Context: an optimization exercise on an open-source flow, tuned for small area, a short achievable clock period and few clock cycles per item. The choices shown serve that exercise and are no tape-out recipe. In this exercise RTL edits were held to simulation tests only and were not proved equivalent to the original. No activity file was given, so power comes from the tool's default toggle rates.

$ cat constraint.sdc
create_clock -name core_clock -period 10.0 [get_ports {clk_i}]
set_input_delay 2.0000 -clock core_clock [delete_from_list [all_inputs] [get_ports {clk_i}]]
set_output_delay 2.0000 -clock core_clock [all_outputs]
set_load 0.01 [all_outputs]
$ cat design.v
`timescale 1ns / 1ps
package rmts_pkg;
  localparam int unsigned InDataW  = 72;
  localparam int unsigned OutDataW = 176;
  localparam int unsigned MaskW    = 8;
  localparam logic REQ_LOAD = 1'b0;
  localparam logic REQ_TICK = 1'b1;
  localparam logic [1:0] KIND_CONT   = 2'd0;
  localparam logic [1:0] KIND_START  = 2'd1;
  localparam logic [1:0] KIND_RESUME = 2'd2;
  function automatic logic [31:0] inc32(input logic [31:0] a);
    logic [31:0] r;
    for (int i = 0; i < 32; i++) begin
      r[i] = a[i] ^ ((i == 0) ? 1'b1 : &(a | ~((32'd1 << i) - 32'd1)));
    end
    inc32 = r;
  endfunction
  function automatic logic [31:0] add32(input logic [31:0] a, input logic [31:0] b,
                                        input logic ci);
    logic [31:0] p, g, pp, gg, gn, pn;
    p  = a ^ b;
    g  = a & b;
    gg = g;
    pp = p;
    gg[0] = g[0] | (p[0] & ci);
    for (int d = 1; d < 32; d = d * 2) begin
      gn = gg;
      pn = pp;
      for (int i = d; i < 32; i++) begin
        gn[i] = gg[i] | (pp[i] & gg[i-d]);
        pn[i] = pp[i] & pp[i-d];
      end
      gg = gn;
      pp = pn;
    end
    add32 = p ^ {gg[30:0], ci};
  endfunction
  function automatic logic [31:0] add_small(input logic [31:0] a, input logic [3:0] b);
    logic [4:0]  lo;
    logic [27:0] hi;
    logic [31:0] ia;
    lo = {1'b0, a[3:0]} + {1'b0, b};
    ia = inc32({4'd0, a[31:4]});
    hi = lo[4] ? ia[27:0] : a[31:4];
    add_small = {hi, lo[3:0]};
  endfunction
  function automatic logic [31:0] add_small2(input logic [31:0] a, input logic [3:0] b,
                                             input logic sub);
    logic [4:0]  lo0, lo1, lo;
    logic [27:0] hi;
    logic [31:0] ia;
    lo0 = {1'b0, a[3:0]} + {1'b0, b};
    lo1 = {1'b0, a[3:0]} + {1'b0, b} - 5'd1;
    lo  = sub ? lo1 : lo0;
    ia  = inc32({4'd0, a[31:4]});
    hi  = lo[4] ? ia[27:0] : a[31:4];
    add_small2 = {hi, lo[3:0]};
  endfunction
  function automatic logic gt16(input logic [15:0] a, input logic [15:0] b);
    logic [15:0] gg, ee, gn, en;
    gg = a & ~b;
    ee = ~(a ^ b);
    for (int d = 1; d < 16; d = d * 2) begin
      gn = gg;
      en = ee;
      for (int i = d; i < 16; i++) begin
        gn[i] = gg[i] | (ee[i] & gg[i-d]);
        en[i] = ee[i] & ee[i-d];
      end
      gg = gn;
      ee = en;
    end
    gt16 = gg[15];
  endfunction
endpackage
`timescale 1ns / 1ps
module rmts_ctrl (
  input  logic clk_i,
  input  logic rst_ni,
  input  logic in_valid_i,
  output logic in_ready_o,
  output logic accept_o,
  output logic out_valid_o,
  input  logic out_ready_i
);
  logic out_valid_q;
  assign in_ready_o  = !out_valid_q || out_ready_i;
  assign accept_o    = in_valid_i && in_ready_o;
  assign out_valid_o = out_valid_q;
  always_ff @(posedge clk_i or negedge rst_ni) begin
    if (!rst_ni) begin
      out_valid_q <= 1'b0;
    end else if (accept_o) begin
      out_valid_q <= 1'b1;
    end else if (out_ready_i) begin
      out_valid_q <= 1'b0;
    end
  end
endmodule
`timescale 1ns / 1ps
module rmts_datapath (
  input  logic                          clk_i,
  input  logic                          rst_ni,
  input  logic                          accept_i,
  input  logic                          req_type_i,
  input  logic [2:0]                    slot_i,
  input  logic [15:0]                   task_id_i,
  input  logic [15:0]                   exec_time_i,
  input  logic [15:0]                   period_i,
  input  logic [15:0]                   job_count_i,
  output logic [rmts_pkg::OutDataW-1:0] out_data_o
);
  localparam int NT = 8;
  logic [15:0] id_q   [NT];
  logic [15:0] exec_q [NT];
  logic [15:0] per_q  [NT];
  logic [15:0] cnt_q  [NT];
  logic [15:0] rem_q  [NT];
  logic [15:0] jobs_q [NT];
  logic [31:0] wait_q [NT];
  logic [NT-1:0] fresh_q;
  logic [NT-1:0] rone, cone, jone;
  logic [NT-1:0] beat_q [NT];
  logic [NT-1:0] act_q, rdy_q, seen_q, cur_q, mask_q;
  logic          sw_q, fin_q;
  logic [31:0]   time_q, done_q, miss_q, wsum_q;
  logic        busy_q, pre_q;
  logic [15:0] run_id_q, pre_id_q, cur_id_q;
  logic [1:0]  kind_q;
  logic is_load;
  assign is_load = (req_type_i == rmts_pkg::REQ_LOAD);
  logic [15:0]   ld_exec, ld_per;
  logic [NT-1:0] ld_oh, p_gt, p_eq;
  logic          ld_act;
  logic [31:0]   ld_sub, wsum_ld;
  assign ld_exec = (exec_time_i == 16'd0) ? 16'd1 : exec_time_i;
  assign ld_per  = (period_i == 16'd0) ? 16'd1 : period_i;
  assign ld_act  = (job_count_i != 16'd0);
  always_comb begin
    for (int i = 0; i < NT; i++) begin
      ld_oh[i] = (slot_i == 3'(i));
      p_gt[i]  = rmts_pkg::gt16(ld_per, per_q[i]);
      p_eq[i]  = (ld_per == per_q[i]);
    end
  end
  always_comb begin
    ld_sub = '0;
    for (int i = 0; i < NT; i++) begin
      ld_sub = ld_sub | ((ld_oh[i] && seen_q[i]) ? wait_q[i] : 32'd0);
    end
  end
  assign wsum_ld = rmts_pkg::add32(wsum_q, ~ld_sub, 1'b1);
  logic [NT-1:0] rone_n, cone_n, jone_n, sel, fin_v, miss_v, dec, rel, rdy_b, rdy_n,
                 winc, act_n, cur_n, mpre;
  logic          any, fresh_sel, pre, sw_n, fin_any, fin_m, sel_b;
  logic [15:0]   run_id;
  logic [1:0]    kind;
  logic [3:0]    mcnt, bcnt;
  always_comb begin
    for (int i = 0; i < NT; i++) begin
      sel[i] = rdy_q[i];
      for (int j = 0; j < NT; j++) begin
        if (j < i) sel[i] = sel[i] && !(rdy_q[j] && beat_q[j][i]);
        if (j > i) sel[i] = sel[i] && !(rdy_q[j] && !beat_q[i][j]);
      end
    end
    any = |rdy_q;
    for (int i = 0; i < NT; i++) begin
      mpre[i]   = cone[i] && rdy_q[i];
      fin_v[i]  = sel[i] && rone[i];
      miss_v[i] = mpre[i] && !fin_v[i];
      dec[i]    = fin_v[i] || miss_v[i];
      rel[i]    = fin_v[i] ? (cone[i] && !jone[i])
                           : (cone[i] && act_q[i] && !(rdy_q[i] && jone[i]));
      rdy_b[i]  = cone[i] ? (rdy_q[i] ? !jone[i] : act_q[i]) : rdy_q[i];
      rdy_n[i]  = fin_v[i] ? (cone[i] && !jone[i]) : rdy_b[i];
      winc[i]   = any && !sel[i] && rdy_b[i];
      act_n[i]  = dec[i] ? !jone[i] : act_q[i];
      cur_n[i]  = any ? (sel[i] && !rone[i] && !cone[i]) : cur_q[i];
      cone_n[i] = cone[i] ? (per_q[i] == 16'd1) : (cnt_q[i] == 16'd2);
      rone_n[i] = rel[i] ? (exec_q[i] == 16'd1)
                         : (sel[i] ? (rem_q[i] == 16'd2) : rone[i]);
      jone_n[i] = dec[i] ? (jobs_q[i] == 16'd2) : jone[i];
    end
    run_id = '0;
    for (int i = 0; i < NT; i++) begin
      if (sel[i]) run_id = run_id | id_q[i];
    end
    fresh_sel = |(sel & fresh_q);
    pre       = any && (|cur_q) && !(|(cur_q & sel));
    kind      = (any && (sw_q || pre)) ? (fresh_sel ? rmts_pkg::KIND_START
                                                    : rmts_pkg::KIND_RESUME)
                                       : rmts_pkg::KIND_CONT;
    sw_n      = any ? (|(sel & (rone | cone))) : sw_q;
    fin_any   = |fin_v;
    mcnt = '0;
    bcnt = '0;
    for (int i = 0; i < NT; i++) begin
      mcnt = mcnt + 4'(mpre[i]);
      bcnt = bcnt + 4'(rdy_b[i]);
    end
    fin_m = |(fin_v & mpre);
    sel_b = |(sel & rdy_b);
  end
  logic [31:0] time_inc, done_inc, miss_add, wsum_add;
  assign time_inc = rmts_pkg::inc32(time_q);
  assign done_inc = rmts_pkg::inc32(done_q);
  assign miss_add = rmts_pkg::add_small2(miss_q, mcnt, fin_m);
  assign wsum_add = rmts_pkg::add_small2(wsum_q, bcnt, sel_b);
  assign out_data_o = {2'b00, wsum_q, miss_q, done_q, ~(|act_q), mask_q,
                       fin_q, kind_q, pre_id_q, pre_q, run_id_q, busy_q, time_q};
  always_ff @(posedge clk_i or negedge rst_ni) begin
    if (!rst_ni) begin
      act_q  <= '0;
      rdy_q  <= '0;
      seen_q <= '0;
      cur_q  <= '0;
      mask_q <= '0;
      sw_q   <= 1'b1;
      fin_q  <= 1'b0;
      time_q <= '0;
      done_q <= '0;
      miss_q <= '0;
      wsum_q <= '0;
    end else if (accept_i) begin
      if (is_load) begin
        for (int i = 0; i < NT; i++) begin
          if (ld_oh[i]) begin
            act_q[i]  <= ld_act;
            rdy_q[i]  <= ld_act;
            seen_q[i] <= 1'b1;
          end
        end
        mask_q <= '0;
        fin_q  <= 1'b0;
        wsum_q <= wsum_ld;
        cur_q  <= cur_q & ~ld_oh;
        if (|(cur_q & ld_oh)) sw_q <= 1'b1;
      end else begin
        act_q  <= act_n;
        rdy_q  <= rdy_n;
        cur_q  <= cur_n;
        mask_q <= miss_v;
        fin_q  <= fin_any;
        sw_q   <= sw_n;
        time_q <= time_inc;
        if (fin_any) done_q <= done_inc;
        miss_q <= miss_add;
        if (any) wsum_q <= wsum_add;
      end
    end
  end
  always_ff @(posedge clk_i) begin
    if (accept_i) begin
      if (is_load) begin
        busy_q   <= 1'b0;
        run_id_q <= '0;
        pre_q    <= 1'b0;
        pre_id_q <= '0;
        kind_q   <= rmts_pkg::KIND_CONT;
        for (int i = 0; i < NT; i++) begin
          if (ld_oh[i]) begin
            id_q[i]    <= task_id_i;
            exec_q[i]  <= ld_exec;
            per_q[i]   <= ld_per;
            cnt_q[i]   <= ld_per;
            rem_q[i]   <= ld_exec;
            jobs_q[i]  <= job_count_i;
            wait_q[i]  <= '0;
            fresh_q[i] <= 1'b1;
            cone[i]    <= (ld_per == 16'd1);
            rone[i]    <= (ld_exec == 16'd1);
            jone[i]    <= (job_count_i == 16'd1);
          end
        end
        for (int i = 0; i < NT; i++) begin
          for (int j = i + 1; j < NT; j++) begin
            if (ld_oh[i]) beat_q[i][j] <= !p_gt[j];
            if (ld_oh[j]) beat_q[i][j] <= p_gt[i] || p_eq[i];
          end
        end
      end else begin
        busy_q   <= any;
        run_id_q <= run_id;
        pre_q    <= pre;
        pre_id_q <= pre ? cur_id_q : 16'd0;
        kind_q   <= kind;
        if (any) cur_id_q <= run_id;
        cone <= cone_n;
        rone <= rone_n;
        jone <= jone_n;
        for (int i = 0; i < NT; i++) begin
          cnt_q[i] <= cone[i] ? per_q[i] : (cnt_q[i] - 16'd1);
          if (rel[i]) begin
            rem_q[i]   <= exec_q[i];
            fresh_q[i] <= 1'b1;
          end else if (sel[i]) begin
            rem_q[i]   <= rem_q[i] - 16'd1;
            fresh_q[i] <= 1'b0;
          end
          if (dec[i]) jobs_q[i] <= jobs_q[i] - 16'd1;
          if (winc[i]) wait_q[i] <= rmts_pkg::inc32(wait_q[i]);
        end
      end
    end
  end
endmodule
`timescale 1ns / 1ps
module rate_monotonic_tick_scheduler #(
  parameter int unsigned MAX_TASKS = 8
) (
  input  logic                          clk_i,
  input  logic                          rst_ni,
  input  logic                          s_axis_tvalid_i,
  output logic                          s_axis_tready_o,
  input  logic [rmts_pkg::InDataW-1:0]  s_axis_tdata_i,
  input  logic                          s_axis_tuser_i,
  output logic                          m_axis_tvalid_o,
  input  logic                          m_axis_tready_i,
  output logic [rmts_pkg::OutDataW-1:0] m_axis_tdata_o
);
  logic accept;
  rmts_ctrl u_ctrl (
    .clk_i      (clk_i),
    .rst_ni     (rst_ni),
    .in_valid_i (s_axis_tvalid_i),
    .in_ready_o (s_axis_tready_o),
    .accept_o   (accept),
    .out_valid_o(m_axis_tvalid_o),
    .out_ready_i(m_axis_tready_i)
  );
  rmts_datapath u_datapath (
    .clk_i      (clk_i),
    .rst_ni     (rst_ni),
    .accept_i   (accept),
    .req_type_i (s_axis_tuser_i),
    .slot_i     (s_axis_tdata_i[2:0]),
    .task_id_i  (s_axis_tdata_i[18:3]),
    .exec_time_i(s_axis_tdata_i[34:19]),
    .period_i   (s_axis_tdata_i[50:35]),
    .job_count_i(s_axis_tdata_i[66:51]),
    .out_data_o (m_axis_tdata_o)
  );
endmodule
$ cat config.mk
export PLATFORM = sky130hd
export DESIGN_NAME = rate_monotonic_tick_scheduler
export DESIGN_NICKNAME = rate_monotonic_tick_scheduler
export VERILOG_FILES = /design/flow/design.v
export SDC_FILE = /design/flow/constraint.sdc
export NUM_CORES = 4
export LEC_CHECK = 0
export ABC_CLOCK_PERIOD_IN_PS = 4000
export CAP_MARGIN = 20
export CORE_MARGIN = 2
export CORE_UTILIZATION = 30
export SETUP_SLACK_MARGIN = 5
export SLEW_MARGIN = 20
$ cat run.sh
#!/bin/bash
# synth_recipe.tcl (not shown) runs the flow's synth.tcl, then flattens the netlist and writes it again
# the make line also repeats each setting of config.mk as NAME=value (left out here)
make -C /OpenROAD-flow-scripts/flow DESIGN_CONFIG=/design/flow/config.mk WORK_HOME=/design/flow/orfs CLKGATE_MAP_FILE= SYNTH_SCRIPT=/design/flow/synth_recipe.tcl finish
==> results of run 1 <==
## flip-flops by register name, summed over array words and instances (netlist names), 16 cells and up
signal and count:
u_datapath.rem_q 128, u_datapath.wsum_q 32, u_datapath.per_q 128, u_datapath.done_q 32
u_datapath.time_q 32, u_datapath.cur_id_q 16, u_datapath.cnt_q 128, u_datapath.wait_q 256
u_datapath.run_id_q 16, u_datapath.pre_id_q 16, u_datapath.miss_q 32, u_datapath.exec_q 128
u_datapath.jobs_q 128, u_datapath.beat_q 28, u_datapath.id_q 128
## per-stage QoR
stage          utilization  total power [mW]
2_1_floorplan            -              8.50
3_3_place_gp         0.330              9.46
3_5_place_dp         0.330              9.52
4_1_cts              0.355              15.4
5_1_grt              0.358              16.2
6_report             0.358              15.5
## routing by layer
metal	track usage	wire length, um	up-vias
li1	-	-	24151
met1	0.227	89000	25865
met2	0.294	103000	1947
met3	0.0281	14400	414
met4	0.0797	9770	2
met5	0	11	-
## worst max-delay path, cell delays in order (launching register included)
cell	delay [ps]
dfrtp_2	530
and2_4	230
a21oi_4	190
ha_4	220
fa_1	540
inv_1	50
fa_1	450
fa_2	370
fa_1	490
fa_2	560
ha_2	170
inv_2	50
or4_4	530
a31o_4	260
nand3_4	110
buf_12	150
or3_1	120
a21oi_1	50
a211o_1	310
## path summary, 6_finish.rpt
check	start	depth (start not counted)	slack, ps	end
max	u_datapath.rdy_q[0]	18	4450	u_datapath.wsum_q[28]
min in group asynchronous	rst_ni	1	1120	u_datapath.wsum_q[16]
min	u_datapath.seen_q[4]	1	470	u_datapath.seen_q[4]
max in group asynchronous	rst_ni	3	7160	u_datapath.rdy_q[0]
max reg2reg	u_datapath.rdy_q[0]	18	4450	u_datapath.wsum_q[28]
min reg2reg	u_datapath.seen_q[4]	1	470	u_datapath.seen_q[4]
## area by class of cell
type / count / area [um^2] / share of cell area
timing repair buffer: 424 / 4180 / 0.0508
clock buffer: 194 / 3990 / 0.0485
inverter: 291 / 1100 / 0.0134
sequential: 1307 / 38400 / 0.467
clock inverter: 83 / 1020 / 0.0124
antenna: 8 / 20.0 / 0.000243
tap: 3026 / 3790 / 0.0460
multi-input combinational: 4486 / 29800 / 0.362
## kinds of logic (layout without fill, tap and decap cells)
group,count (synthesis),after routing
buffers and inverters,574,992
xor gates and xnor gates,551,551
muxes,30,30
and+or+nand+nor,2158,2164
other,1,10
adders and majority gates,293,293
DFF,1307,1307
AOI/OAI and AO/OA,1446,1446
## power groups by stage
stage	clock network (mW)	registers, mW	logic, mW
final	5.62	6.61	3.29
after floorplan	0	6.61	1.89
after CTS	5.74	6.60	3.09
after global routing	5.94	6.64	3.57
after global placement	0	6.70	2.76
after detailed placement	0	6.71	2.81
## layout by cell type, fill, tap and decap left out, types with 169 or more instances in the layout
cell and n:
inv_1 274, ha_1 273, o21ai_0 448, nand3_1 188, xnor2_1 365, a21oi_1 396
clkdlybuf4s50_1 241, nor3_1 169, xor2_1 178, nor2_1 476, nand2_1 523, edfxtp_1 1136
## what timing repair did
action                     CTS  global route
setup endpoints to repair  111           309
gates resized for setup     96            74
pin swaps                   38            48
gates cloned                 5             3
buffers inserted            39            18
hold endpoints to repair     0             0
==> flow_metrics.tcl, run 1 <==
set metrics [dict create \
    clock-skew-final_ps 61.2 \
    worstMarginPinSlew_ps 1210 \
    clk_pin_slew_worst_paths_ps 60 \
    syn-cell-area_um2 69300 \
    drv_cap 0 \
    antenna_found_initial 9 \
    synth.largest_area_cell "edfxtp_1" \
    status "no timing/DRC/antenna violations" \
    arrival_ps 6220 \
    clockRootBuffer "clkbuf_16" \
    synthXorXnorAreaFrac 0.0698 \
    rows 176 \
    gr-total-overflow 0 \
    finalNonFillerCells 9819 \
    cts_made_buffers 151 \
    hpwl_mm 142 \
    synth_ff_type "edfxtp_1" \
    synth_top_family_by_area "simple AND/OR/NAND/NOR gates" \
    hold_path_class "flip-flop to flip-flop" \
    slew_headroom 0.187 \
    grt_start_max_net_pins 204 \
    synth_edf_count 1136 \
    period_minus_slack_ps 5550 \
    pwr-share-clk 0.362 \
    cellPowerDensity_nw_per_um2 189 \
    clock_latency_ps 830 \
    netlist.area_leader.share 0.492 \
    core_region_area_um2 230000 \
    grt_pass1_vias 50656 \
    path_max_fanout 13 \
    ant_nets 0 \
    ys_seq_area_frac 0.554 \
    fp.dieW_um 485 \
    final-hold-violation-count 0 \
    die_area_um2 235000 \
    synthArstFlopShare 0.131 \
    synth.mux.area_fraction 0.00473 \
    fillCellCount 22563 \
    setup_tns_ps 0 \
    end_kind "flip-flop" \
    p_int_mw 10.8 \
    dp_slack_ps 2430 \
    first_pass_iters 7 \
    cts_tree "done" \
    power_frac_seq 0.426 \
    vdd_drop_max_v 0.000178 \
    synth_compound_area_frac 0.129 \
    fmaxAchievable_ghz 0.180 \
    p_switching_mw 4.68 \
    fin_hold_ws_ps 465 \
    via_count 52379 \
    fin_crit_sh 0.555 \
    netlist_instances 6360 \
    setup_viol 0 \
    synth_area_leaders "edfxtp_1 (49%), dfrtp_1 (6.1%), ha_1 (5.1%)" \
    pwr-share-comb 0.212 \
    switching_share 0.301 \
    synthTopCellsByCount "edfxtp_1 (1,136), nand2_1 (540), nor2_1 (495)" \
    wl_per_cell_um 22.0 \
    die_y_um 485 \
    drt_wl_total_mm 216 \
    critPathLaunchType "flip-flop" \
    p_leak_nw 29.1 \
    clockBufferDepth 3 \
    io_buffers 247 \
    synth-simple-area-share 0.157 \
    start_util 0.302 \
    synth_seq_cells 1307 \
    nets 7031 \
    final_max_slew_viol_count 0 \
    stdcell_area_um2 82300 \
    io_pins 255 \
    path_class "flip-flop to flip-flop" \
    grt_setup_unrepaired "yes" \
    area_delta_synth_final_pct 18.7 \
    drive_above_1_share 0.0964 \
    post_drt_via_cell_ratio 5.33 \
    grtUsageTotal 0.177 \
    fin_ws_ps 4450 \
    synth.avg_cell_area_um2 10.9 \
    route.detailed.drc 0 \
    placed_area_um2 75900 \
    cts_sinks 1307 \
    grt_pass1_wl_mm 318 \
    gp_congestion 0.930 \
    cts_hold_repair.buffers 0 \
    yosysMostFrequentCell "edfxtp_1" \
    synthDistinctLibCells 96 \
    cts_max_level 4 \
    synth_fa_ha_area_frac 0.0541 \
    placedCellCount 9468 \
    drtIter0Drc 5104 \
    ys.warnings.count 10 \
    worst-endpoint-required_ps 10660 \
]
Testbench counts, summed over its fixed seeds: cycles 12,808, items 12,800.
==> run 2, diff against run 1 <==
--- a/design.v
+++ b/design.v
@@ -80,19 +80,29 @@
   input  logic in_valid_i,
   output logic in_ready_o,
-  output logic accept_o,
+  output logic take_o,
+  output logic req_valid_o,
+  output logic proc_o,
   output logic out_valid_o,
   input  logic out_ready_i
 );
-  logic out_valid_q;
-  assign in_ready_o  = !out_valid_q || out_ready_i;
-  assign accept_o    = in_valid_i && in_ready_o;
+  logic req_valid_q, out_valid_q;
+  assign proc_o      = req_valid_q && (!out_valid_q || out_ready_i);
+  assign in_ready_o  = !req_valid_q || !out_valid_q || out_ready_i;
+  assign take_o      = in_valid_i && in_ready_o;
+  assign req_valid_o = req_valid_q;
   assign out_valid_o = out_valid_q;
   always_ff @(posedge clk_i or negedge rst_ni) begin
     if (!rst_ni) begin
+      req_valid_q <= 1'b0;
       out_valid_q <= 1'b0;
-    end else if (accept_o) begin
-      out_valid_q <= 1'b1;
-    end else if (out_ready_i) begin
-      out_valid_q <= 1'b0;
+    end else begin
+      if (in_ready_o) begin
+        req_valid_q <= in_valid_i;
+      end
+      if (proc_o) begin
+        out_valid_q <= 1'b1;
+      end else if (out_ready_i) begin
+        out_valid_q <= 1'b0;
+      end
     end
   end
@@ -102,5 +112,6 @@
   input  logic                          clk_i,
   input  logic                          rst_ni,
-  input  logic                          accept_i,
+  input  logic                          take_i,
+  input  logic                          proc_i,
   input  logic                          req_type_i,
   input  logic [2:0]                    slot_i,
@@ -128,16 +139,28 @@
   logic [15:0] run_id_q, pre_id_q, cur_id_q;
   logic [1:0]  kind_q;
-  logic is_load;
-  assign is_load = (req_type_i == rmts_pkg::REQ_LOAD);
-  logic [15:0]   ld_exec, ld_per;
-  logic [NT-1:0] ld_oh, p_gt, p_eq;
-  logic          ld_act;
+  logic          is_load;
+  logic [15:0]   ld_id, ld_exec, ld_per, ld_jobs;
+  logic [NT-1:0] ld_oh;
+  logic          ld_act, ld_eone, ld_pone, ld_jone;
+  always_ff @(posedge clk_i) begin
+    if (take_i) begin
+      is_load <= (req_type_i == rmts_pkg::REQ_LOAD);
+      for (int i = 0; i < NT; i++) begin
+        ld_oh[i] <= (slot_i == 3'(i));
+      end
+      ld_id   <= task_id_i;
+      ld_exec <= (exec_time_i == 16'd0) ? 16'd1 : exec_time_i;
+      ld_per  <= (period_i == 16'd0) ? 16'd1 : period_i;
+      ld_jobs <= job_count_i;
+      ld_act  <= (job_count_i != 16'd0);
+      ld_eone <= (exec_time_i <= 16'd1);
+      ld_pone <= (period_i <= 16'd1);
+      ld_jone <= (job_count_i == 16'd1);
+    end
+  end
+  logic [NT-1:0] p_gt, p_eq;
   logic [31:0]   ld_sub, wsum_ld;
-  assign ld_exec = (exec_time_i == 16'd0) ? 16'd1 : exec_time_i;
-  assign ld_per  = (period_i == 16'd0) ? 16'd1 : period_i;
-  assign ld_act  = (job_count_i != 16'd0);
   always_comb begin
     for (int i = 0; i < NT; i++) begin
-      ld_oh[i] = (slot_i == 3'(i));
       p_gt[i]  = rmts_pkg::gt16(ld_per, per_q[i]);
       p_eq[i]  = (ld_per == per_q[i]);
@@ -223,5 +246,5 @@
       miss_q <= '0;
       wsum_q <= '0;
-    end else if (accept_i) begin
+    end else if (proc_i) begin
       if (is_load) begin
         for (int i = 0; i < NT; i++) begin
@@ -252,5 +275,5 @@
   end
   always_ff @(posedge clk_i) begin
-    if (accept_i) begin
+    if (proc_i) begin
       if (is_load) begin
         busy_q   <= 1'b0;
@@ -261,15 +284,15 @@
         for (int i = 0; i < NT; i++) begin
           if (ld_oh[i]) begin
-            id_q[i]    <= task_id_i;
+            id_q[i]    <= ld_id;
             exec_q[i]  <= ld_exec;
             per_q[i]   <= ld_per;
             cnt_q[i]   <= ld_per;
             rem_q[i]   <= ld_exec;
-            jobs_q[i]  <= job_count_i;
+            jobs_q[i]  <= ld_jobs;
             wait_q[i]  <= '0;
             fresh_q[i] <= 1'b1;
-            cone[i]    <= (ld_per == 16'd1);
-            rone[i]    <= (ld_exec == 16'd1);
-            jone[i]    <= (job_count_i == 16'd1);
+            cone[i]    <= ld_pone;
+            rone[i]    <= ld_eone;
+            jone[i]    <= ld_jone;
           end
         end
@@ -320,5 +343,5 @@
   output logic [rmts_pkg::OutDataW-1:0] m_axis_tdata_o
 );
-  logic accept;
+  logic take, req_valid, proc;
   rmts_ctrl u_ctrl (
     .clk_i      (clk_i),
@@ -326,5 +349,7 @@
     .in_valid_i (s_axis_tvalid_i),
     .in_ready_o (s_axis_tready_o),
-    .accept_o   (accept),
+    .take_o     (take),
+    .req_valid_o(req_valid),
+    .proc_o     (proc),
     .out_valid_o(m_axis_tvalid_o),
     .out_ready_i(m_axis_tready_i)
@@ -333,5 +358,6 @@
     .clk_i      (clk_i),
     .rst_ni     (rst_ni),
-    .accept_i   (accept),
+    .take_i     (take),
+    .proc_i     (proc),
     .req_type_i (s_axis_tuser_i),
     .slot_i     (s_axis_tdata_i[2:0]),
==> flow_metrics.tcl, run 2 <==
set metrics [dict create \
    pwr-share-comb 0.239 \
    clk_pin_slew_worst_paths_ps 60 \
    io_buffers 247 \
    period_minus_slack_ps 5360 \
    finalPower_mw 17.8 \
    final_common_cell "edfxtp_1" \
    setup_tns_ps 0 \
    arrival_ps 6080 \
    placed_area_um2 77800 \
    area_delta_synth_final_pct 18.0 \
    synthTopCellsByCount "edfxtp_1 (1,213), nand2_1 (534), nor2_1 (521)" \
    synth_area_leaders "edfxtp_1 (51%), dfrtp_1 (6.0%), ha_1 (4.9%)" \
    synth_edf_count 1213 \
    ys_seq_area_frac 0.569 \
    cellPowerDensity_nw_per_um2 210 \
    synth_ff_type "edfxtp_1" \
    pwr-share-clk 0.345 \
    netlist_instances 6431 \
    path_class "flip-flop to flip-flop" \
    layout_common_cells "edfxtp_1 (1,213), nand2_1 (518), nor2_1 (497)" \
    cts_max_level 4 \
    fmaxAchievable_ghz 0.186 \
    yosysMostFrequentCell "edfxtp_1" \
    die_y_um 492 \
    gr-total-overflow 0 \
    core_region_area_um2 238000 \
    critPathLaunchType "flip-flop" \
    synthDistinctLibCells 90 \
    ant_nets 0 \
    die_area_um2 242000 \
    ys.warnings.count 10 \
    nets 7075 \
    drt_wl_total_mm 218 \
    drtIter0Drc 5512 \
    cts_made_buffers 157 \
    synth-simple-area-share 0.154 \
    grt_pass1_vias 51019 \
    regMostFlops "u_datapath.wait_q" \
    path_max_fanout 6 \
    cts_sinks 1385 \
    grtUsageTotal 0.174 \
    slew_headroom 0.235 \
    fin_crit_sh 0.536 \
    synth.mux.area_fraction 0.00345 \
    netlist.area_leader.share 0.509 \
    vdd_drop_max_v 0.000190 \
    status "no timing/DRC/antenna violations" \
    route.detailed.drc 0 \
    synth_top_family_by_area "simple AND/OR/NAND/NOR gates" \
    hpwl_mm 141 \
    synth.largest_area_cell "edfxtp_1" \
    fp.dieW_um 492 \
    setup_viol 0 \
    start_util 0.301 \
    final_max_slew_viol_count 0 \
    switching_share 0.313 \
    largest_reg_flops 256 \
    synthArstFlopShare 0.124 \
    syn-cell-area_um2 71500 \
    p_int_mw 12.2 \
    utilization 0.355 \
    synth_fa_ha_area_frac 0.0524 \
    synthXorXnorAreaFrac 0.0697 \
    grt_setup_unrepaired "yes" \
    cts_tree "done" \
    first_pass_iters 7 \
    end_kind "flip-flop" \
    synth_seq_cells 1385 \
    p_switching_mw 5.56 \
    drv_cap 0 \
    io_pins 255 \
    power_frac_seq 0.416 \
    gp_congestion 0.875 \
    grt_start_max_net_pins 150 \
    clock-skew-final_ps 58.0 \
    wl_per_cell_um 21.8 \
    hold_path_class "flip-flop to flip-flop" \
    final-hold-violation-count 0 \
    clockRootBuffer "clkbuf_16" \
    synth_compound_area_frac 0.120 \
    synth.avg_cell_area_um2 11.1 \
    p_leak_nw 29.8 \
    clock_latency_ps 820 \
    antenna_found_initial 8 \
    rows 179 \
    fin_hold_ws_ps 462 \
    clockBufferDepth 3 \
    grt_pass1_wl_mm 323 \
    drive_above_1_share 0.0883 \
    post_drt_via_cell_ratio 5.29 \
    stdcell_area_um2 84400 \
    via_count 52938 \
    worstMarginPinSlew_ps 1140 \
    worst-endpoint-required_ps 10710 \
]
==> run 2: changes by cell type after synthesis, moves of 21 or more <==
cell / before / now
nand3_1: 196 / 173
a22o_1: 35 / 3
edfxtp_1: 1136 / 1213
a221oi_1: 38 / 11
a22oi_1: 116 / 175
and4_1: 10 / 57
o21a_1: 9 / 30
and2_1: 114 / 80
nor2b_1: 39 / 89
nor2_1: 495 / 521
==> run 2: critical path, cell delays in order, from the launching register on <==
cell      delay (ps)
edfxtp_1         430
buf_12           170
and2_4           150
a21oi_4          170
ha_4             230
fa_1             510
inv_1             50
fa_1             500
inv_2             50
fa_2             360
inv_2             60
fa_1             440
fa_2             400
xor2_1           360
nand3_1          140
a311o_2          530
nand3_4          220
nor3_2            50
a21o_1           160
a221o_1          290
==> run 2: repair_timing <==
action,in CTS,in global routing
hold buffers,0,0
setup buffers,35,14
setup endpoints to repair,280,110
pin swaps,47,35
gates cloned,10,1
resized for setup,60,61
==> run 2: worst paths after layout <==
| check | startpoint | to | slack [ps] | cells past startpoint |
|---|---|---|---|---|
| max in group asynchronous | rst_ni | u_datapath.rdy_q[4] | 6780 | 3 |
| max reg2reg | u_datapath.cone[0] | u_datapath.wsum_q[11] | 4640 | 19 |
| max | u_datapath.cone[0] | u_datapath.wsum_q[11] | 4640 | 19 |
| min reg2reg | u_datapath.seen_q[7] | u_datapath.seen_q[7] | 460 | 1 |
| min | u_datapath.seen_q[7] | u_datapath.seen_q[7] | 460 | 1 |
| min in group asynchronous | rst_ni | u_datapath.done_q[30] | 1200 | 1 |
==> run 2: power groups by stage <==
stage | clock [mW] | combinational [mW] | sequential [mW]
final | 6.14 | 4.24 | 7.39
after CTS | 6.24 | 4.05 | 7.38
after global routing | 6.46 | 4.63 | 7.44
after global placement | 0 | 3.54 | 7.47
after detailed placement | 0 | 3.61 | 7.49
after floorplan | 0 | 2.42 | 7.33
==> run 2: logic make-up after synthesis <==
logic type | count (synthesis)
buffers and inverters | 564
adders and majority gates | 293
DFF | 1385
xor gates and xnor gates | 569
and+or+nand+nor | 2185
AOI/OAI and AO/OA | 1411
muxes | 23
other | 1
==> run 2: routing by layer <==
| layer | up-vias | wire length (um) | track usage |
|---|---|---|---|
| met4 | 4 | 8870 | 0.0721 |
| li1 | 24323 | - | - |
| met5 | - | 33 | 0 |
| met3 | 381 | 16700 | 0.0285 |
| met1 | 26166 | 94900 | 0.239 |
| met2 | 2064 | 97600 | 0.271 |
==> run 2: through the flow <==
stage / instances / setup WS (ps)
floorplan: 6432 / 5000
global placement: 9650 / 3540
detailed placement: 9650 / 3470
CTS: 9987 / 4580
global route: 10008 / 4430
finish: 10009 / 4640
==> run 2: cell type report <==
cell class                 instances  area (um^2)
inverter                         272         1030
clock inverter                    94         1200
tap                             3167         3960
timing repair buffer             398         3850
fill                           23236       153000
clock buffer                     198         4270
antenna                            4         10.0
sequential                      1385        40700
multi-input combinational       4491        29400
Testbench counts of run 2, summed over its fixed seeds: cycles 12,816, items 12,800.
==> run 3, diff against run 2 <==
--- a/design.v
+++ b/design.v
@@ -57,8 +57,26 @@
     add_small2 = {hi, lo[3:0]};
   endfunction
-  function automatic logic gt16(input logic [15:0] a, input logic [15:0] b);
+  function automatic logic [3:0] pc8(input logic [7:0] b);
+    logic s0, c0, s1, c1, s2, c2, t0, d0, u, e1, v, e2;
+    s0 = b[0] ^ b[1] ^ b[2];
+    c0 = (b[0] & b[1]) | (b[0] & b[2]) | (b[1] & b[2]);
+    s1 = b[3] ^ b[4] ^ b[5];
+    c1 = (b[3] & b[4]) | (b[3] & b[5]) | (b[4] & b[5]);
+    s2 = b[6] ^ b[7];
+    c2 = b[6] & b[7];
+    t0 = s0 ^ s1 ^ s2;
+    d0 = (s0 & s1) | (s0 & s2) | (s1 & s2);
+    u  = c0 ^ c1 ^ c2;
+    e1 = (c0 & c1) | (c0 & c2) | (c1 & c2);
+    v  = u ^ d0;
+    e2 = u & d0;
+    pc8 = {e1 & e2, e1 ^ e2, v, t0};
+  endfunction
+  function automatic logic gt16(input logic [15:0] a, input logic [15:0] b,
+                                input logic ge);
     logic [15:0] gg, ee, gn, en;
     gg = a & ~b;
     ee = ~(a ^ b);
+    gg[0] = gg[0] | (ee[0] & ge);
     for (int d = 1; d < 16; d = d * 2) begin
       gn = gg;
@@ -159,10 +177,10 @@
     end
   end
-  logic [NT-1:0] p_gt, p_eq;
+  logic [NT-1:0] p_win, below;
   logic [31:0]   ld_sub, wsum_ld;
   always_comb begin
     for (int i = 0; i < NT; i++) begin
-      p_gt[i]  = rmts_pkg::gt16(ld_per, per_q[i]);
-      p_eq[i]  = (ld_per == per_q[i]);
+      below[i] = |(ld_oh >> (i + 1));
+      p_win[i] = rmts_pkg::gt16(ld_per, per_q[i], below[i]);
     end
   end
@@ -217,10 +235,6 @@
     sw_n      = any ? (|(sel & (rone | cone))) : sw_q;
     fin_any   = |fin_v;
-    mcnt = '0;
-    bcnt = '0;
-    for (int i = 0; i < NT; i++) begin
-      mcnt = mcnt + 4'(mpre[i]);
-      bcnt = bcnt + 4'(rdy_b[i]);
-    end
+    mcnt = rmts_pkg::pc8(mpre);
+    bcnt = rmts_pkg::pc8(rdy_b);
     fin_m = |(fin_v & mpre);
     sel_b = |(sel & rdy_b);
@@ -299,6 +313,6 @@
         for (int i = 0; i < NT; i++) begin
           for (int j = i + 1; j < NT; j++) begin
-            if (ld_oh[i]) beat_q[i][j] <= !p_gt[j];
-            if (ld_oh[j]) beat_q[i][j] <= p_gt[i] || p_eq[i];
+            if (ld_oh[i]) beat_q[i][j] <= !p_win[j];
+            if (ld_oh[j]) beat_q[i][j] <= p_win[i];
           end
         end
==> flow_metrics.tcl, run 3 <==
set metrics [dict create \
    reg2reg_from "u_datapath.cone[6]" \
    rows 179 \
    io_pins 255 \
    clock-skew-final_ps 79.4 \
    ant_nets 0 \
    die_area_um2 242000 \
    p_leak_nw 29.6 \
    post_drt_via_cell_ratio 5.24 \
    finalPower_mw 17.1 \
    antenna_found_initial 0 \
    core_region_area_um2 237000 \
    synth_edf_count 1213 \
    synth_area_leaders "edfxtp_1 (51%), dfrtp_1 (6.0%), ha_1 (5.0%)" \
    gp_congestion 0.903 \
    crit_chain "or4_1 > nor2_1 > clkdlybuf4s50_1" \
    path_max_fanout 4 \
    drive_above_1_share 0.0717 \
    regMostFlops "u_datapath.wait_q" \
    grt_pass1_vias 50205 \
    ys_seq_area_frac 0.571 \
    max_stage_delay_ps 660 \
    fin_crit_sh 0.495 \
    stdcell_area_um2 83700 \
    critPathLaunchType "flip-flop" \
    cp_top_family "simple AND/OR/NAND/NOR gates" \
    vdd_drop_max_v 0.000157 \
    arrival_ps 2950 \
    cp_num_cells 3 \
    yosysMostFrequentCell "edfxtp_1" \
    grt_setup_unrepaired "yes" \
    grt_start_max_net_pins 193 \
    start_util 0.301 \
    hpwl_mm 143 \
    die_y_um 492 \
    via_count 52248 \
    hold_path_class "flip-flop to flip-flop" \
    cts_sinks 1385 \
    grtUsageTotal 0.170 \
    synth_ff_type "edfxtp_1" \
    worstMarginPinSlew_ps 1190 \
    cp-startpoint "u_datapath.act_q[4]" \
    cellPowerDensity_nw_per_um2 204 \
    area_delta_synth_final_pct 17.3 \
    synthDistinctLibCells 89 \
    period_minus_slack_ps 4950 \
    cts_max_level 4 \
    worst-endpoint-required_ps 8000 \
    cts_made_buffers 161 \
    antennaDiodeCount 0 \
    placedCellCount 9670 \
    synth_seq_cells 1385 \
    synthArstFlopShare 0.124 \
    cts_hold_repair.buffers 0 \
    drt_wl_total_mm 213 \
    clockBufferDepth 3 \
    first_pass_iters 6 \
    path_buf_inv 1 \
    netlist.area_leader.share 0.511 \
    fillCellCount 23042 \
    io_buffers 247 \
    nets 7043 \
    path_class "flip-flop to output port" \
    synth.largest_area_cell "edfxtp_1" \
    drv_cap 0 \
    synth.avg_cell_area_um2 11.1 \
    status "no timing/DRC/antenna violations" \
    grt_pass1_wl_mm 316 \
    final_max_slew_viol_count 0 \
    placed_area_um2 77800 \
    fmaxAchievable_ghz 0.202 \
    layout_common_cells "edfxtp_1 (1,213), nor2_1 (551), nand2_1 (509)" \
    slowest_stage "clkdlybuf4s50_1" \
    crit_end "m_axis_tdata_o[77]" \
    synthTopCellsByCount "edfxtp_1 (1,213), nor2_1 (570), nand2_1 (510)" \
    netlist_instances 6423 \
    rrSetupSlack_ps 5190 \
    setup_tns_ps 0 \
    r2r_cells 19 \
    setup_viol 0 \
    final_common_cell "edfxtp_1" \
    wl_per_cell_um 21.3 \
    largest_reg_flops 256 \
    end_kind "output port" \
    drtIter0Drc 4944 \
    slew_headroom 0.206 \
    clockRootBuffer "clkbuf_16" \
    ys.warnings.count 10 \
    final-hold-violation-count 0 \
    worst_r2r_endpoint "u_datapath.wsum_q[31]" \
    gr-total-overflow 0 \
    fin_hold_ws_ps 459 \
    cts_tree "done" \
    finalNonFillerCells 9976 \
    syn-cell-area_um2 71300 \
    clock_latency_ps 840 \
    clk_pin_slew_worst_paths_ps 60 \
    route.detailed.drc 0 \
    fp.dieW_um 492 \
]
-- run 3: cell count changes after synthesis, sizes merged, moves of 17 or more --
cell,previous run,this run
nand2b,71,52
a22oi,177,212
nor2,524,572
nand2,534,510
a222oi,19,2
a21oi,424,470
inv,272,298
nor3,174,193
nand4,101,74
o21ai,465,415
-- run 3: worst reg2reg max path: stages (launching register included) --
cell and delay [ps]:
edfxtp_1 350, buf_8 250, clkinvlp_4 250, nor2_2 300, a21oi_2 170, ha_1 230
inv_1 60, fa_1 410, inv_1 70, ha_1 140, ha_1 230, ha_1 320
a21oi_1 170, xor2_1 330, nand2_1 90, nor3_1 340, a21oi_4 170, and2_2 380
a221o_1 350, a21oi_1 110
-- run 3: logic make-up after synthesis --
logic type | share of synthesized area
simple gates | 0.148
compound gates | 0.122
flops | 0.571
buf+inv | 0.0310
xor+xnor | 0.0702
fa+ha+maj | 0.0523
mux | 0.00458
other cells | 0.0000526
-- run 3: layout make-up --
type                    instances  area (um^2)  area share
well taps                    3167         3960      0.0474
multi-input cells            4462        28800       0.344
inverters                     299         1140      0.0136
clock inverters               104         1360      0.0162
flip-flops and latches       1385        40700       0.487
clock buffers                 194         4190      0.0501
repair buffers                365         3510      0.0419
-- run 3: worst min path at each step --
stage | end | slack [ps] | from | cells after the start
floorplan | u_datapath.seen_q[7] | 430 | u_datapath.seen_q[7] | 1
global placement | u_datapath.seen_q[0] | 440 | u_datapath.seen_q[0] | 1
global route | u_datapath.seen_q[7] | 480 | u_datapath.seen_q[7] | 1
finish | u_datapath.seen_q[6] | 460 | u_datapath.seen_q[6] | 1
CTS | u_datapath.seen_q[6] | 460 | u_datapath.seen_q[6] | 1
detailed placement | u_datapath.seen_q[7] | 450 | u_datapath.seen_q[7] | 1
-- run 3: report_power, final --
group	internal (mW)	total [mW]	switching, mW	leakage, nW
clock network	3.50	6.10	2.60	2.64
registers	6.89	7.40	0.512	13.5
logic	1.39	3.56	2.17	13.4
total	11.8	17.1	5.28	29.6
-- run 3: metrics by stage --
step	worst slack [ps]	util
after floorplan	5060	-
after global placement	3700	0.328
after detailed placement	3630	0.328
after CTS	4860	0.352
after global routing	4990	0.353
final	5050	0.353
-- run 3: metal layers --
metal	up-vias	part of all wire	track usage
li1	24203	-	-
met5	-	0	0
met1	25689	0.42	0.219
met3	411	0.062	0.0271
met2	1945	0.47	0.281
met4	0	0.044	0.0741
-- run 3: timing repair --
action,CTS,global route
gates resized for setup,19,24
buffers inserted,4,0
pin swaps,1,1
setup endpoints to repair,129,74
Testbench counts of run 3, summed over its fixed seeds: cycles 12,816, items 12,800.
==> run 4, diff against run 3 <==
--- a/design.v
+++ b/design.v
@@ -104,23 +104,24 @@
   input  logic out_ready_i
 );
-  logic req_valid_q, out_valid_q;
+  logic req_valid_q, out_valid_q, full_q;
+  logic req_valid_d, out_valid_d;
   assign proc_o      = req_valid_q && (!out_valid_q || out_ready_i);
-  assign in_ready_o  = !req_valid_q || !out_valid_q || out_ready_i;
+  assign in_ready_o  = !full_q || out_ready_i;
   assign take_o      = in_valid_i && in_ready_o;
   assign req_valid_o = req_valid_q;
   assign out_valid_o = out_valid_q;
+  always_comb begin
+    req_valid_d = in_ready_o ? in_valid_i : req_valid_q;
+    out_valid_d = proc_o ? 1'b1 : (out_ready_i ? 1'b0 : out_valid_q);
+  end
   always_ff @(posedge clk_i or negedge rst_ni) begin
     if (!rst_ni) begin
       req_valid_q <= 1'b0;
       out_valid_q <= 1'b0;
+      full_q      <= 1'b0;
     end else begin
-      if (in_ready_o) begin
-        req_valid_q <= in_valid_i;
-      end
-      if (proc_o) begin
-        out_valid_q <= 1'b1;
-      end else if (out_ready_i) begin
-        out_valid_q <= 1'b0;
-      end
+      req_valid_q <= req_valid_d;
+      out_valid_q <= out_valid_d;
+      full_q      <= req_valid_d && out_valid_d;
     end
   end
--- a/config.mk
+++ b/config.mk
@@ -9,5 +9,5 @@
 export CAP_MARGIN = 20
 export CORE_MARGIN = 2
-export CORE_UTILIZATION = 30
+export CORE_UTILIZATION = 45
 export SETUP_SLACK_MARGIN = 5
 export SLEW_MARGIN = 20
==> flow_metrics.tcl, run 4 <==
set metrics [dict create \
    syn-cell-area_um2 71300 \
    cts_sinks 1386 \
    synth_area_leaders "edfxtp_1 (51%), dfrtp_1 (6.0%), ha_1 (5.0%)" \
    cp_top_family "compound AO/OA/AOI/OAI gates" \
    grt_pass1_vias 49760 \
    synthDistinctLibCells 91 \
    fp.dieW_um 402 \
    grt_pass1_wl_mm 310 \
    synth.largest_area_cell "edfxtp_1" \
    rows 146 \
    cts_made_buffers 159 \
    status "no timing/DRC/antenna violations" \
    grt_start_max_net_pins 183 \
    gr-total-overflow 0 \
    end_kind "flip-flop" \
    grt_setup_unrepaired "yes" \
    yosysMostFrequentCell "edfxtp_1" \
    arrival_ps 5640 \
    synthTopCellsByCount "edfxtp_1 (1,213), nor2_1 (553), nand2_1 (486)" \
    die_y_um 402 \
    period_minus_slack_ps 4910 \
    cpMostUsedCell "o31a_1" \
    slowest_stage "edfxtp_1" \
    vdd_drop_max_v 0.000190 \
    max_stage_delay_ps 600 \
    p_leak_nw 29.2 \
    post_drt_via_cell_ratio 5.86 \
    drt_wl_total_mm 207 \
    worstMarginPinSlew_ps 1160 \
    clock_latency_ps 810 \
    largest_reg_flops 256 \
    hpwl_mm 135 \
    fmaxAchievable_ghz 0.204 \
    layout_common_cells "edfxtp_1 (1,213), nor2_1 (531), nand2_1 (482)" \
    synth_ff_type "edfxtp_1" \
    clockBufferDepth 3 \
    nets 7031 \
    drive_above_1_share 0.0690 \
    wl_per_cell_um 23.4 \
    path_buf_inv 2 \
    setup_tns_ps 0 \
    worst-endpoint-required_ps 10730 \
    regMostFlops "u_datapath.wait_q" \
    fin_ws_ps 5090 \
    synth_edf_count 1213 \
    finalNonFillerCells 8857 \
    clock-skew-final_ps 31.8 \
    io_buffers 247 \
    final_max_slew_viol_count 0 \
    core_region_area_um2 158000 \
    placedCellCount 8556 \
    drv_cap 0 \
    crit_chain "and2_1 > buf_4 > a22o_1 > or4_1 > inv_1 > ha_1 > nor2b_1 > o31a_1 > o21ai_0 > a21oi_1 > o31a_1 > o21ai_1 > a21o_1 > mux2_2 > nand3_1" \
    area_delta_synth_final_pct 14.7 \
    synth.avg_cell_area_um2 11.1 \
    cts_max_level 4 \
    first_pass_iters 6 \
    netlist.area_leader.share 0.511 \
    gp_congestion 0.902 \
    hold_path_class "flip-flop to flip-flop" \
    netlist_instances 6411 \
    drtIter0Drc 5318 \
    io_pins 255 \
    dp_slack_ps 3670 \
    clockRootBuffer "clkbuf_16" \
    ant_nets 0 \
    setup_viol 0 \
    final_common_cell "edfxtp_1" \
    via_count 51860 \
    ys_seq_area_frac 0.572 \
    cts_hold_repair.buffers 0 \
    fin_crit_sh 0.491 \
    ys.warnings.count 10 \
    antenna_found_initial 5 \
    synthArstFlopShare 0.125 \
    cts_tree "done" \
    final-hold-violation-count 0 \
    cellPowerDensity_nw_per_um2 208 \
    route.detailed.drc 0 \
    die_area_um2 162000 \
    finalPower_mw 17.0 \
    synth_seq_cells 1386 \
    rrSetupSlack_ps 5090 \
    path_class "flip-flop to flip-flop" \
    critPathLaunchType "flip-flop" \
    fillCellCount 13909 \
    slew_headroom 0.225 \
    clk_pin_slew_worst_paths_ps 60 \
    start_util 0.452 \
    grtUsageTotal 0.251 \
    path_max_fanout 32 \
]
-- run 4: changes by cell type after synthesis, moves of 9 or more --
cell,delta
a21oi_1,-25
and4_1,-11
o21ai_0,+30
nand3_1,+9
or3_1,+9
nor2_1,-17
xnor2_1,-12
nand2b_1,+21
or4_1,-12
xor2_1,+23
nand2_1,-24
nand4_1,+18
-- run 4: where the power goes --
group | switching (mW) | internal [mW]
clock network | 2.47 | 3.24
logic | 2.32 | 1.54
registers | 0.515 | 6.90
-- run 4: cell type report --
class	count	area, um^2	area share
sequential	1386	40800	0.499
multi-input combinational	4450	28600	0.350
clock buffer	201	4180	0.0511
timing repair buffer	370	3610	0.0441
tap	2072	2590	0.0317
inverter	295	1130	0.0139
clock inverter	81	837	0.0102
antenna	2	5.00	0.0000612
-- run 4: repair_timing --
action	4_1_cts	5_1_grt
endpoints found under the setup margin	119	103
gates cloned	0	3
gates resized for setup	39	23
buffers inserted	1	10
pin swaps	1	5
-- run 4: cell families after synthesis --
family / Yosys count / synth area share
AND/OR/NAND/NOR: 2125 / 0.149
AO/OA/AOI/OAI: 1415 / 0.120
flip-flops: 1386 / 0.572
XOR/XNOR: 581 / 0.0714
buffers and inverters: 576 / 0.0310
adder cells (fa/ha/maj): 293 / 0.0523
multiplexers: 34 / 0.00511
other: 1 / 0.0000526
-- run 4: path summary, 6_finish.rpt --
| path | startpoint | end | depth (start not counted) |
|---|---|---|---|
| setup / recovery | u_datapath.ld_oh[2] | u_datapath.wsum_q[31] | 15 |
| hold / removal | u_datapath.seen_q[2] | u_datapath.seen_q[2] | 1 |
| setup reg to reg | u_datapath.ld_oh[2] | u_datapath.wsum_q[31] | 15 |
| hold reg to reg | u_datapath.seen_q[2] | u_datapath.seen_q[2] | 1 |
| max in group asynchronous | rst_ni | u_datapath.wsum_q[20] | 2 |
| min in group asynchronous | rst_ni | u_datapath.done_q[11] | 1 |
-- run 4: stage by stage --
stage,util,hold WS [ps],area [um^2]
after global routing,0.518,480,81800
final,0.518,464,81800
after CTS,0.516,462,81500
after global placement,0.483,442,76200
after floorplan,-,425,71300
after detailed placement,0.483,445,76300
-- run 4: metal layers --
metal,global-route usage,vias to the layer above,part of all wire
met5,0,-,0.000077
met4,0.0807,4,0.032
met3,0.0389,328,0.068
met2,0.408,1752,0.47
met1,0.345,25631,0.43
li1,-,24145,-
Testbench counts of run 4, summed over its fixed seeds: cycles 12,816, items 12,800.
==> run 5, diff against run 4 <==
==> flow/run.sh (new file) <==
#!/bin/bash
# Layout flow: the standard ORFS flow (standard.sh, unchanged synthesis),
# with three changes to how the layout is optimised:
# - timing repair aims for 6 ns of setup slack margin instead of 5;
# - clock tree synthesis inserts no dummy loads;
# - the port buffers are buf_2 cells.
# make's full output goes to flow_make.log; each ORFS step keeps its own log
# under orfs/logs/.
set -uo pipefail
export CTS_ARGS="-sink_clustering_enable -repair_clock_nets -dont_use_dummy_load -sink_clustering_size 12 -sink_clustering_max_diameter 50 -buf_list sky130_fd_sc_hd__clkbuf_8"
export BUFFER_PORTS_ARGS="-buffer_cell sky130_fd_sc_hd__buf_2"
bash standard.sh SETUP_SLACK_MARGIN=6 finish > flow_make.log 2>&1
status=$?
echo "standard.sh exited with $status"
exit $status
==> standard.sh (new file) <==
#!/bin/bash
# synth_recipe.tcl (not shown) runs the flow's synth.tcl, then flattens the netlist and writes it again
# the make line also repeats each setting of config.mk as NAME=value (left out here)
make -C /OpenROAD-flow-scripts/flow DESIGN_CONFIG=/design/flow/config.mk WORK_HOME=/design/flow/orfs CLKGATE_MAP_FILE= SYNTH_SCRIPT=/design/flow/synth_recipe.tcl "${@:-finish}"
--- a/config.mk
+++ b/config.mk
@@ -10,4 +10,7 @@
 export CORE_MARGIN = 2
 export CORE_UTILIZATION = 45
+export CTS_BUF_LIST = sky130_fd_sc_hd__clkbuf_8
+export CTS_CLUSTER_DIAMETER = 50
+export CTS_CLUSTER_SIZE = 12
 export SETUP_SLACK_MARGIN = 5
 export SLEW_MARGIN = 20
removed: run.sh
==> flow_metrics.tcl, run 5 <==
set metrics [dict create \
    status "no timing/DRC/antenna violations" \
    finalPower_mw 15.3 \
    pwr-share-clk 0.224 \
    regMostFlops "u_datapath.wait_q" \
    placedCellCount 8558 \
    worst-endpoint-required_ps 10760 \
    rows 146 \
    fin_ws_ps 5640 \
    synth.mux.area_fraction 0.00511 \
    core_region_area_um2 158000 \
    seqCellArea_um2 40800 \
    fp.dieW_um 402 \
    setup_tns_ps 0 \
    clock_latency_ps 950 \
    area_delta_synth_final_pct 11.3 \
    path_max_fanout 6 \
    nets 7114 \
    fin_crit_sh 0.436 \
    cpMostUsedCell "buf_4" \
    via_count 52164 \
    first_pass_iters 6 \
    final_max_slew_viol_count 0 \
    ys_seq_area_frac 0.572 \
    finalNonFillerCells 8819 \
    wl_per_cell_um 23.9 \
    hpwl_mm 137 \
    switching_share 0.333 \
    synthArstFlopShare 0.125 \
    synthDistinctLibCells 91 \
    p_switching_mw 5.09 \
    grtUsageTotal 0.256 \
    drtIter0Drc 5200 \
    hold_start "u_datapath.seen_q[6]" \
    grt_pass1_wl_mm 315 \
    vdd_drop_max_v 0.000233 \
    synth_edf_count 1213 \
    start_util 0.452 \
    layout_common_cells "edfxtp_1 (1,213), nor2_1 (523), nand2_1 (461)" \
    synth_top_family_by_area "simple AND/OR/NAND/NOR gates" \
    synth_compound_area_frac 0.120 \
    worst_r2r_endpoint "u_datapath.wsum_q[29]" \
    p_int_mw 10.2 \
    largest_reg_flops 256 \
    max_stage_delay_ps 580 \
    gr-total-overflow 0 \
    post_drt_via_cell_ratio 5.91 \
    cts_hold_repair.buffers 0 \
    hold_path_class "flip-flop to flip-flop" \
    final-hold-violation-count 0 \
    synth_fa_ha_area_frac 0.0523 \
    netlist.area_leader.share 0.511 \
    synth-simple-area-share 0.149 \
    synth_seq_cells 1386 \
    setup_viol 0 \
    synth.avg_cell_area_um2 11.1 \
    ant_nets 0 \
    fillCellCount 14114 \
    min_delay_worst_endpoint "u_datapath.seen_q[6]" \
    synth.largest_area_cell "edfxtp_1" \
    grt_pass1_vias 50553 \
    synth_area_leaders "edfxtp_1 (51%), dfrtp_1 (6.0%), ha_1 (5.0%)" \
    route.detailed.drc 0 \
    cts_sinks 1386 \
    whs_path_depth 1 \
    grt_start_max_net_pins 179 \
    arrival_ps 5120 \
    yosysMostFrequentCell "edfxtp_1" \
    p_leak_nw 28.8 \
    clockBufferDepth 3 \
    io_buffers 247 \
    drive_above_1_share 0.128 \
    dp_slack_ps 4090 \
    period_minus_slack_ps 4360 \
    io_pins 255 \
    cts_tree "done" \
    placed_area_um2 75300 \
    netlist_instances 6411 \
    slowest_stage "fa_1" \
    syn-cell-area_um2 71300 \
    drv_cap 0 \
    synthXorXnorAreaFrac 0.0714 \
    power_frac_seq 0.483 \
    end_kind "flip-flop" \
    cts_max_level 4 \
    synthTopCellsByCount "edfxtp_1 (1,213), nor2_1 (553), nand2_1 (486)" \
    slew_headroom 0.254 \
    reg2reg_from "u_datapath.cone[5]" \
    gp_congestion 0.937 \
    rrSetupSlack_ps 5640 \
    pwr-share-comb 0.293 \
    r2r_cells 21 \
    worstMarginPinSlew_ps 1110 \
    clk_pin_slew_worst_paths_ps 70 \
    cellPowerDensity_nw_per_um2 193 \
    die_area_um2 162000 \
    clockRootBuffer "clkbuf_8" \
    ys.warnings.count 10 \
    fmaxAchievable_ghz 0.230 \
    stdcell_area_um2 79400 \
    antenna_found_initial 8 \
    critPathLaunchType "flip-flop" \
    cts_made_buffers 165 \
    crit_chain "buf_6 > a21oi_2 > a31o_4 > buf_4 > xnor2_2 > xnor2_2 > fa_1 > inv_2 > ha_4 > buf_4 > buf_4 > a21o_1 > a21oi_2 > xnor2_2 > nor2_1 > a21boi_2 > mux2i_2 > buf_4 > buf_6 > or2_4 > a221o_2" \
    drt_wl_total_mm 211 \
    die_y_um 402 \
    multi_input_area_um2 29400 \
    final_common_cell "edfxtp_1" \
    synth_ff_type "edfxtp_1" \
    grt_setup_unrepaired "yes" \
    path_class "flip-flop to flip-flop" \
    clock-skew-final_ps 94.6 \
]
-- run 5: changes by cell type in the layout (fill, tap and decap cells not counted), sizes merged, moves of 2 or more --
cell           change
buf              +313
clkdlybuf4s50    -245
clkinv            -59
clkbuf            -35
inv               -11
bufinv            -10
bufbuf             +5
diode              +2
or2                +2
-- run 5: power groups by stage --
stage	clock network (mW)	registers (mW)	logic, mW
2_1_floorplan	0	7.38	2.51
3_3_place_gp	0	7.49	3.62
3_5_place_dp	0	7.50	3.70
4_1_cts	3.52	7.38	4.09
5_1_grt	3.73	7.45	4.88
6_report	3.43	7.40	4.48
-- run 5: worst max-delay path by stage --
stage | slack [ps] | end | startpoint | cells after the start
5_1_grt | 5550 | u_datapath.wsum_q[26] | u_datapath.cone[0] | 20
2_1_floorplan | 5510 | u_datapath.wait_q[4][0] | m_axis_tready_i | 5
3_3_place_gp | 4130 | u_datapath.wsum_q[21] | u_datapath.cone[0] | 20
3_5_place_dp | 4090 | u_datapath.wsum_q[21] | u_datapath.cone[0] | 20
4_1_cts | 5650 | u_datapath.wsum_q[10] | u_datapath.cone[0] | 20
6_report | 5640 | u_datapath.wsum_q[29] | u_datapath.cone[5] | 21
-- run 5: final cells by class --
class,instances,area share
sequential,1386,0.514
inverter,295,0.0146
antenna,4,0.000126
multi-input combinational,4453,0.370
clock buffer,165,0.0286
tap,2072,0.0327
timing repair buffer,444,0.0403
-- run 5: cells by family (layout without fill, tap and decap cells) --
family	count (synthesis)	count (layout)
adders and majority gates	293	293
AOI/OAI and AO/OA	1415	1415
buffers and inverters	576	904
other	1	6
DFF	1386	1386
and+or+nand+nor	2125	2128
muxes	34	34
xor gates and xnor gates	581	581
-- run 5: per-stage QoR --
stage / hold WS (ps) / util
after floorplan: 425 / -
after global placement: 442 / 0.477
after detailed placement: 445 / 0.477
after CTS: 459 / 0.498
after global routing: 463 / 0.503
final: 458 / 0.503
-- run 5: critical path, delay by kind of cell (launching register included) --
kind	cells	cell delay [ps]
mux	1	200
xor+xnor	3	440
buf+inv	7	900
fa+ha+maj	2	740
compound gates	6	1150
simple gates	2	350
flops	1	400
-- run 5: per-layer routing --
layer	track usage	vias to the layer above	routed length, um
met2	0.407	1973	96700
met4	0.0956	2	8230
met5	0	-	10
li1	-	24138	-
met3	0.0474	380	16300
met1	0.349	25671	89800
-- run 5: what timing repair did --
item                       in CTS  in global routing
setup endpoints to repair     267                222
resized for setup             115                118
gates cloned                   11                  2
buffers inserted               54                 24
pin swaps                      32                 39
==> run 6, diff against run 5 <==
--- a/design.v
+++ b/design.v
@@ -153,4 +153,5 @@
   logic [NT-1:0] beat_q [NT];
   logic [NT-1:0] act_q, rdy_q, seen_q, cur_q, mask_q;
+  logic [NT-1:0] rdy_b, mpre;
   logic          sw_q, fin_q;
   logic [31:0]   time_q, done_q, miss_q, wsum_q;
@@ -193,6 +194,6 @@
   end
   assign wsum_ld = rmts_pkg::add32(wsum_q, ~ld_sub, 1'b1);
-  logic [NT-1:0] rone_n, cone_n, jone_n, sel, fin_v, miss_v, dec, rel, rdy_b, rdy_n,
-                 winc, act_n, cur_n, mpre;
+  logic [NT-1:0] rone_n, cone_n, jone_n, sel, fin_v, miss_v, dec, rel, rdy_n,
+                 winc, act_n, cur_n, rdy_b_n, mpre_n;
   logic          any, fresh_sel, pre, sw_n, fin_any, fin_m, sel_b;
   logic [15:0]   run_id;
@@ -209,5 +210,4 @@
     any = |rdy_q;
     for (int i = 0; i < NT; i++) begin
-      mpre[i]   = cone[i] && rdy_q[i];
       fin_v[i]  = sel[i] && rone[i];
       miss_v[i] = mpre[i] && !fin_v[i];
@@ -215,5 +215,4 @@
       rel[i]    = fin_v[i] ? (cone[i] && !jone[i])
                            : (cone[i] && act_q[i] && !(rdy_q[i] && jone[i]));
-      rdy_b[i]  = cone[i] ? (rdy_q[i] ? !jone[i] : act_q[i]) : rdy_q[i];
       rdy_n[i]  = fin_v[i] ? (cone[i] && !jone[i]) : rdy_b[i];
       winc[i]   = any && !sel[i] && rdy_b[i];
@@ -224,4 +223,6 @@
                          : (sel[i] ? (rem_q[i] == 16'd2) : rone[i]);
       jone_n[i] = dec[i] ? (jobs_q[i] == 16'd2) : jone[i];
+      rdy_b_n[i] = cone_n[i] ? (rdy_n[i] ? !jone_n[i] : act_n[i]) : rdy_n[i];
+      mpre_n[i]  = cone_n[i] && rdy_n[i];
     end
     run_id = '0;
@@ -252,4 +253,6 @@
       act_q  <= '0;
       rdy_q  <= '0;
+      rdy_b  <= '0;
+      mpre   <= '0;
       seen_q <= '0;
       cur_q  <= '0;
@@ -267,4 +270,6 @@
             act_q[i]  <= ld_act;
             rdy_q[i]  <= ld_act;
+            rdy_b[i]  <= ld_act && !(ld_pone && ld_jone);
+            mpre[i]   <= ld_act && ld_pone;
             seen_q[i] <= 1'b1;
           end
@@ -278,4 +283,6 @@
         act_q  <= act_n;
         rdy_q  <= rdy_n;
+        rdy_b  <= rdy_b_n;
+        mpre   <= mpre_n;
         cur_q  <= cur_n;
         mask_q <= miss_v;
==> flow_metrics.tcl, run 6 <==
set metrics [dict create \
    status "no timing/DRC/antenna violations" \
    core_region_area_um2 159000 \
    start_util 0.454 \
    drive_above_1_share 0.129 \
    gr-total-overflow 0 \
    grt_pass1_wl_mm 312 \
    synthDistinctLibCells 89 \
    cts_made_buffers 170 \
    yosysMostFrequentCell "edfxtp_1" \
    via_count 52621 \
    final-hold-violation-count 0 \
    cts_max_level 4 \
    ant_nets 0 \
    netlist_instances 6497 \
    setup_viol 0 \
    met3_usage 0.0436 \
    clock-skew-final_ps 82.2 \
    ys.warnings.count 10 \
    fillCellCount 14058 \
    cts_sinks 1402 \
    end_kind "output port" \
    slowest_stage "nand2b_4" \
    regMostFlops "u_datapath.wait_q" \
    ys_seq_area_frac 0.571 \
    rrSetupSlack_ps 5690 \
    gr-max-usage-layer "met2" \
    reg2reg_from "u_datapath.ld_oh[7]" \
    path_buf_inv 2 \
    worst_r2r_endpoint "u_datapath.wsum_q[29]" \
    largest_reg_flops 256 \
    wl_per_cell_um 23.2 \
    drtIter0Drc 5408 \
    path_max_fanout 2 \
    slew_headroom 0.209 \
    cpMostUsedCell "buf_6" \
    dp_slack_ps 4590 \
    cellPowerDensity_nw_per_um2 192 \
    fin_hold_ws_ps 463 \
    cts_tree "done" \
    path_class "input port to output port" \
    rows 146 \
    final_common_cell "edfxtp_1" \
    min_delay_worst_endpoint "u_datapath.done_q[31]" \
    clockBufferDepth 3 \
    clockRootBuffer "clkbuf_8" \
    synthTopCellsByCount "edfxtp_1 (1,213), nand2_1 (535), nor2_1 (524)" \
    hpwl_mm 135 \
    netlist.area_leader.share 0.505 \
    grt_pass1_vias 51021 \
    gp_congestion 0.897 \
    nets 7212 \
    drt_wl_total_mm 207 \
    hold_start "u_datapath.done_q[31]" \
    grt_setup_unrepaired "yes" \
    area_delta_synth_final_pct 11.5 \
    first_pass_iters 6 \
    grt_start_max_net_pins 227 \
    r2r_cells 17 \
    post_drt_via_cell_ratio 5.90 \
    synth.largest_area_cell "edfxtp_1" \
    drv_cap 0 \
    syn-cell-area_um2 72100 \
    arrival_ps 2360 \
    max_stage_delay_ps 140 \
    whs_path_depth 1 \
    fin_ws_ps 5640 \
    route.detailed.drc 0 \
    synth_ff_type "edfxtp_1" \
    layout_common_cells "edfxtp_1 (1,213), nand2_1 (524), nor2_1 (508)" \
    grtUsageTotal 0.249 \
    die_area_um2 163000 \
    antenna_found_initial 11 \
    met2_usage 0.406 \
    setup_tns_ps 0 \
    cp_top_family "buffers and inverters" \
    clock_latency_ps 920 \
    fp.dieW_um 404 \
    worst-endpoint-required_ps 8000 \
    p_leak_nw 29.2 \
    hold_path_class "flip-flop to flip-flop" \
    vdd_drop_max_v 0.000167 \
    synthArstFlopShare 0.135 \
    synth_seq_cells 1402 \
    io_pins 255 \
    clk_pin_slew_worst_paths_ps 80 \
    synth.avg_cell_area_um2 11.1 \
    met1_usage 0.340 \
    fmaxAchievable_ghz 0.230 \
    fin_crit_sh 0.436 \
    final_max_slew_viol_count 0 \
    synth_area_leaders "edfxtp_1 (51%), dfrtp_1 (6.5%), ha_1 (4.9%)" \
    io_buffers 247 \
    crit_chain "buf_6 > nand2b_4 > buf_6" \
    period_minus_slack_ps 4360 \
    synth_edf_count 1213 \
    critPathLaunchType "input port" \
    die_y_um 404 \
    worstMarginPinSlew_ps 1180 \
]
## run 6: layer usage
layer	up-vias	part of all wire
li1	24447	-
met1	25820	0.43
met2	1993	0.47
met3	355	0.077
met4	6	0.029
met5	-	0.00020
## run 6: how the worst max path moves through the flow
stage | from | endpoint | cells past startpoint
floorplan | m_axis_tready_i | u_datapath.wait_q[4][0] | 6
global placement | m_axis_tready_i | u_datapath.rem_q[0][9] | 8
detailed placement | m_axis_tready_i | u_datapath.rem_q[0][5] | 8
CTS | m_axis_tready_i | s_axis_tready_o | 3
global route | u_datapath.ld_oh[5] | u_datapath.wsum_q[29] | 16
finish | m_axis_tready_i | s_axis_tready_o | 3
## run 6: cell families after synthesis
family | after synthesis | synth area share
other cells | 1 | 0.0000520
simple gates | 2141 | 0.148
flops | 1402 | 0.571
fa+ha+maj | 293 | 0.0520
buf+inv | 571 | 0.0302
xor+xnor | 580 | 0.0705
compound gates | 1468 | 0.123
mux | 41 | 0.00607
## run 6: final cells by class
cell class / instances / area (um^2) / share of cell area
Antenna cell: 4 / 10.0 / 0.000124
Clock buffer: 170 / 2340 / 0.0291
Inverter: 294 / 1160 / 0.0145
Multi-Input combinational cell: 4525 / 29800 / 0.371
Sequential cell: 1402 / 41200 / 0.512
Tap cell: 2072 / 2590 / 0.0322
Timing Repair Buffer: 448 / 3320 / 0.0413
Timing Repair inverter: 1 / 5.00 / 0.0000622
## run 6: power by group
part,leakage (nW),internal (mW),switching (mW),total (mW)
clock network,1.22,1.50,1.99,3.49
logic,14.3,1.93,2.55,4.48
registers,13.7,6.98,0.537,7.52
total,29.2,10.4,5.07,15.5
## run 6: metrics by stage
step,total power [mW],util,cell area (um^2),cells
after global routing,16.2,0.507,80400,8916
after global placement,11.1,0.479,76000,8645
after floorplan,9.92,-,72400,6498
after detailed placement,11.2,0.479,76100,8648
final,15.5,0.507,80400,8916
after CTS,15.2,0.503,79800,8886
## run 6: worst reg2reg max path, cell delays in order, from the launching register on
cell and delay [ps]:
edfxtp_1 410, buf_12 140, and2_4 160, buf_12 140, a22o_1 250, or4_4 450, inv_2 90, ha_4 190
nor2b_4 130, o31ai_4 370, a21oi_2 140, a41oi_2 210, o211ai_1 190, a221o_1 450, a311oi_2 340, o21ai_1 110
xor2_1 150, a221o_1 290
## run 6: repair_timing
action                     CTS  global route
gates resized for setup    151           103
pin swaps                   55            62
gates cloned                12             0
hold buffers                 0             0
setup endpoints to repair  581           192
buffers inserted            56            25
Testbench counts of run 6, summed over its fixed seeds: cycles 12,816, items 12,800.
